What follows belongs to an exercise in optimizing a design on an open flow for a short achievable clock period and few clock cycles; a production flow would make more cautious choices.
No activity file was given, so power comes from the tool's default toggle rates.

==> flow/design.v <==
package psram_cache_pkg;
  localparam int ADDR_W = 23;
endpackage
module cache_and_or #(
  parameter int N = 8
) (
  input  logic [N-1:0] a,
  input  logic [N-1:0] s,
  output logic         y
);
  assign y = |(a & s);
endmodule
module cache_tag_match #(
  parameter int W = 17
) (
  input  logic [W-1:0] a,
  input  logic [W-1:0] b,
  input  logic         en,
  output logic         y
);
  assign y = en && (a == b);
endmodule
module cache_ao_hit (
  input  logic a,
  input  logic b,
  input  logic h,
  output logic y
);
  assign y = a || (b && h);
endmodule
module cache_ao_miss (
  input  logic a,
  input  logic b,
  input  logic h,
  output logic y
);
  assign y = a || (b && !h);
endmodule
import psram_cache_pkg::*;
module psram_cache #(
  parameter int LINES = 64
) (
  input  logic              clk,
  input  logic              resetn,
  input  logic              cpu_valid,
  input  logic [ADDR_W-1:0] cpu_addr,
  input  logic [31:0]       cpu_wdata,
  input  logic [3:0]        cpu_wstrb,
  output logic [31:0]       cpu_rdata,
  output logic              cpu_ready,
  input  logic              flush,
  output logic              mem_valid,
  output logic [ADDR_W-1:0] mem_addr,
  output logic [31:0]       mem_wdata,
  output logic [3:0]        mem_wstrb,
  input  logic [31:0]       mem_rdata,
  input  logic              mem_ready,
  output logic [31:0]       stat_hits,
  output logic [31:0]       stat_misses
);
  localparam int IDX_W = 6;
  localparam int TAG_W = ADDR_W - IDX_W;
  logic [63:0]      line_v;
  logic [TAG_W-1:0] line_tag [64];
  logic              miss_q;      
  logic              rd_q;        
  logic              ov;          
  logic              bv;          
  logic              wr_q;        
  logic              o_isrd;      
  logic              mv_q;        
  logic [ADDR_W-1:0] b_addr;
  logic [31:0]       b_wdata;
  logic [3:0]        b_wstrb;
  logic [ADDR_W-1:0] o_addr;      
  logic [31:0]       o_wdata;     
  logic [3:0]        o_wstrb;     
  logic [31:0]       hits_p1;
  logic [31:0]       hits_bak;
  logic [31:0]       misses_p1;
  wire [TAG_W-1:0] in_tag = cpu_addr[ADDR_W-1:IDX_W];
  wire             in_wr  = |cpu_wstrb;
  logic        rd_wait;           
  logic        rd_done;           
  logic [63:0] tmatch;
  logic [7:0]  lo, hi;
  logic [7:0]  hi_g;
  logic [7:0]  hit_grp;
  logic        hit;
  logic [31:0] line_data [64];
  logic [7:0]  rd_grp [32];
  logic [31:0] line_rd;
  always_comb begin
    for (int i = 0; i < 8; i++) begin
      lo[i]   = (cpu_addr[2:0] == 3'(i));
      hi[i]   = (cpu_addr[5:3] == 3'(i));
      hi_g[i] = hi[i] && !rd_wait;
    end
  end
  for (genvar li = 0; li < 64; li++) begin : g_tm
    cache_tag_match #(.W(TAG_W)) u_tm (
      .a (line_tag[li]), .b (in_tag), .en (line_v[li]), .y (tmatch[li])
    );
  end
  for (genvar hi_i = 0; hi_i < 8; hi_i++) begin : g_hg
    cache_and_or #(.N(8)) u_hg (.a (tmatch[8*hi_i +: 8]), .s (lo), .y (hit_grp[hi_i]));
  end
  cache_and_or #(.N(8)) u_hit (.a (hit_grp), .s (hi), .y (hit));
  for (genvar bi = 0; bi < 32; bi++) begin : g_rd
    for (genvar hi_i = 0; hi_i < 8; hi_i++) begin : g_grp
      logic [7:0] col;
      for (genvar l = 0; l < 8; l++) begin : g_col
        assign col[l] = line_data[8*hi_i + l][bi];
      end
      cache_and_or #(.N(8)) u_grp (.a (col), .s (lo), .y (rd_grp[bi][hi_i]));
    end
    cache_and_or #(.N(9)) u_sel (
      .a ({mem_rdata[bi], rd_grp[bi]}), .s ({rd_wait, hi_g}), .y (line_rd[bi])
    );
  end
  wire [3:0] wr_be = wr_q ? cpu_wstrb : 4'b0000;
  for (genvar li = 0; li < 64; li++) begin : g_line
    for (genvar bi = 0; bi < 4; bi++) begin : g_byte
      always_ff @(posedge clk) begin
        if (lo[li % 8] && hi[li / 8] && (rd_done || wr_be[bi]))
          line_data[li][8*bi +: 8] <= rd_done ? mem_rdata[8*bi +: 8] : cpu_wdata[8*bi +: 8];
      end
    end
  end
  wire rdy_q    = cpu_ready;                      
  wire hs       = mv_q && mem_ready;              
  assign rd_done = hs && o_isrd;
  wire out_free = !ov || hs;
  wire room     = !(ov && bv);
  wire can_take = cpu_valid && !rdy_q && !rd_wait;
  wire take_rd  = can_take && !in_wr;
  wire take_wr  = can_take && in_wr && room;
  wire enq_nh   = room && (take_wr || (rd_wait && !rd_q));    
  wire enq_m    = room && take_rd;                             
  wire ov_nh    = !out_free || bv || enq_nh;
  wire bv_nh    = out_free ? (bv && enq_nh) : (bv || enq_nh);
  wire bv_m     = (bv || !out_free) && enq_m;
  logic rd_wait_n, rd_q_n, ov_n, bv_n, rdy_n;
  cache_ao_miss u_rd_wait_n (.a (rd_wait && !rd_done), .b (take_rd), .h (hit), .y (rd_wait_n));
  cache_ao_miss u_rd_q_n (
    .a (rd_wait && !rd_done && (rd_q || room)), .b (enq_m), .h (hit), .y (rd_q_n)
  );
  cache_ao_miss u_ov_n (.a (ov_nh), .b (out_free && enq_m), .h (hit), .y (ov_n));
  cache_ao_miss u_bv_n (.a (bv_nh), .b (bv_m), .h (hit), .y (bv_n));
  cache_ao_hit u_rdy_n (.a (take_wr || rd_done), .b (take_rd), .h (hit), .y (rdy_n));
  assign mem_valid = mv_q || (ov && !mem_ready);
  always_ff @(posedge clk or posedge resetn) begin
    if (resetn) begin
      line_v      <= '0;
      rd_wait     <= 1'b0;
      miss_q      <= 1'b0;
      rd_q        <= 1'b0;
      wr_q        <= 1'b0;
      ov          <= 1'b0;
      o_isrd      <= 1'b0;
      bv          <= 1'b0;
      cpu_ready   <= 1'b0;
      mv_q        <= 1'b0;
      stat_hits   <= '0;
      stat_misses <= '0;
    end else begin
      for (int i = 0; i < 64; i++)
        line_v[i] <= (rd_done && lo[i % 8] && hi[i / 8]) || (line_v[i] && !flush);
      rd_wait   <= rd_wait_n;
      miss_q    <= take_rd && !hit;
      rd_q      <= rd_q_n;
      wr_q      <= take_wr && hit;
      cpu_ready <= rdy_n;
      ov        <= ov_n;
      if (out_free) o_isrd <= bv ? (b_wstrb == 4'b0000) : (cpu_wstrb == 4'b0000);
      bv        <= bv_n;
      mv_q      <= mem_valid && !mem_ready;
      if (take_rd)     stat_hits <= hits_p1;
      else if (miss_q) stat_hits <= hits_bak;
      if (miss_q)      stat_misses <= misses_p1;
    end
  end
  always_ff @(posedge clk) begin
    hits_p1   <= stat_hits + 32'd1;
    hits_bak  <= stat_hits;
    misses_p1 <= stat_misses + 32'd1;
    cpu_rdata <= line_rd;
    for (int i = 0; i < 64; i++)
      if (rd_done && lo[i % 8] && hi[i / 8]) line_tag[i] <= in_tag;
    if (!bv || out_free) begin
      b_addr  <= cpu_addr;
      b_wdata <= cpu_wdata;
      b_wstrb <= cpu_wstrb;
    end
    o_addr    <= out_free ? (bv ? b_addr  : cpu_addr)  : mem_addr;
    o_wdata   <= out_free ? (bv ? b_wdata : cpu_wdata) : mem_wdata;
    o_wstrb   <= out_free ? (bv ? b_wstrb : cpu_wstrb) : mem_wstrb;
    mem_addr  <= out_free ? (bv ? b_addr  : cpu_addr)  : o_addr;
    mem_wdata <= out_free ? (bv ? b_wdata : cpu_wdata) : o_wdata;
    mem_wstrb <= out_free ? (bv ? b_wstrb : cpu_wstrb) : o_wstrb;
  end
endmodule
make LEC_CHECK=0 ABC_CLOCK_PERIOD_IN_PS=2200 CAP_MARGIN=20 CORE_MARGIN=2 CORE_UTILIZATION=45 SETUP_SLACK_MARGIN=3.5 SLEW_MARGIN=20 SYNTH_HIERARCHICAL=1 SYNTH_MINIMUM_KEEP_SIZE=0 finish   # period 6.0 ns
run.sh (not shown) runs the stock make flow with config.mk's settings and CLKGATE_MAP_FILE= SYNTH_SCRIPT=/design/flow/synth_recipe.tcl, a recipe that flattens the netlist after the stock synthesis.
The first run passed the timing, design-rule and antenna checks.
==> next run, changes <==
--- a/flow/design.v
+++ b/flow/design.v
@@ -10,7 +10,16 @@
 );
   assign y = |(a & s);
 endmodule
-module cache_tag_match #(
+module cache_andn_or #(
+  parameter int N = 8
+) (
+  input  logic [N-1:0] a,
+  input  logic [N-1:0] s,
+  output logic         y
+);
+  assign y = |(~a & s);
+endmodule
+module cache_tag_miss #(
   parameter int W = 17
 ) (
   input  logic [W-1:0] a,
@@ -18,7 +27,7 @@
   input  logic         en,
   output logic         y
 );
-  assign y = en && (a == b);
+  assign y = !en || (a != b);
 endmodule
 module cache_ao_hit (
   input  logic a,
@@ -82,7 +91,7 @@
   wire             in_wr  = |cpu_wstrb;
   logic        rd_wait;           
   logic        rd_done;           
-  logic [63:0] tmatch;
+  logic [63:0] tmiss;
   logic [7:0]  lo, hi;
   logic [7:0]  hi_g;
   logic [7:0]  hit_grp;
@@ -98,12 +107,12 @@
     end
   end
   for (genvar li = 0; li < 64; li++) begin : g_tm
-    cache_tag_match #(.W(TAG_W)) u_tm (
-      .a (line_tag[li]), .b (in_tag), .en (line_v[li]), .y (tmatch[li])
+    cache_tag_miss #(.W(TAG_W)) u_tm (
+      .a (line_tag[li]), .b (in_tag), .en (line_v[li]), .y (tmiss[li])
     );
   end
   for (genvar hi_i = 0; hi_i < 8; hi_i++) begin : g_hg
-    cache_and_or #(.N(8)) u_hg (.a (tmatch[8*hi_i +: 8]), .s (lo), .y (hit_grp[hi_i]));
+    cache_andn_or #(.N(8)) u_hg (.a (tmiss[8*hi_i +: 8]), .s (lo), .y (hit_grp[hi_i]));
   end
   cache_and_or #(.N(8)) u_hit (.a (hit_grp), .s (hi), .y (hit));
   for (genvar bi = 0; bi < 32; bi++) begin : g_rd
Synthesized area hardly moves.
Final area goes up by 2.8%.
Critical path depth goes down by 1.
Clock power goes down by about 2%.
Maximum frequency goes down by 3.6%.
Wire length goes up by 12%.
Worst setup slack is worse by 130 ps.
Function was not checked in any run of this note: the RTL went through the layout flow alone.

separate check: timing with driven ports:
No port has a modelled driver above. Below, the same layouts with a new extraction and two added sets of constraints.
Step 1 (the two cells are an assumption about what drives the block):
set clk [get_ports {clk}]
set_driving_cell -lib_cell sky130_fd_sc_hd__clkbuf_16 $clk
set_driving_cell -lib_cell sky130_fd_sc_hd__buf_2 [delete_from_list [all_inputs] $clk]
Step 2 moves the port delays by t, midway between the first and last clock arrival at a register: inputs arrive t later, outputs are due t later. That takes back most of the time a late clock gives input paths.
Slacks: no drivers / after step 1 / after step 2; pairs: no drivers / after step 1.
run | t, ns | slack for setup (ns) | pins driven straight from the clock port
the first run | 0.984 | 2.579 / 2.346 / 1.362 | 1
the second run | 1.012 | 2.450 / 2.267 / 1.254 | 1
After both steps every run listed still meets setup and hold. The setup slack of the first run, which loses most, moves by -0.233 ns with the drivers and by -1.217 ns with both steps.
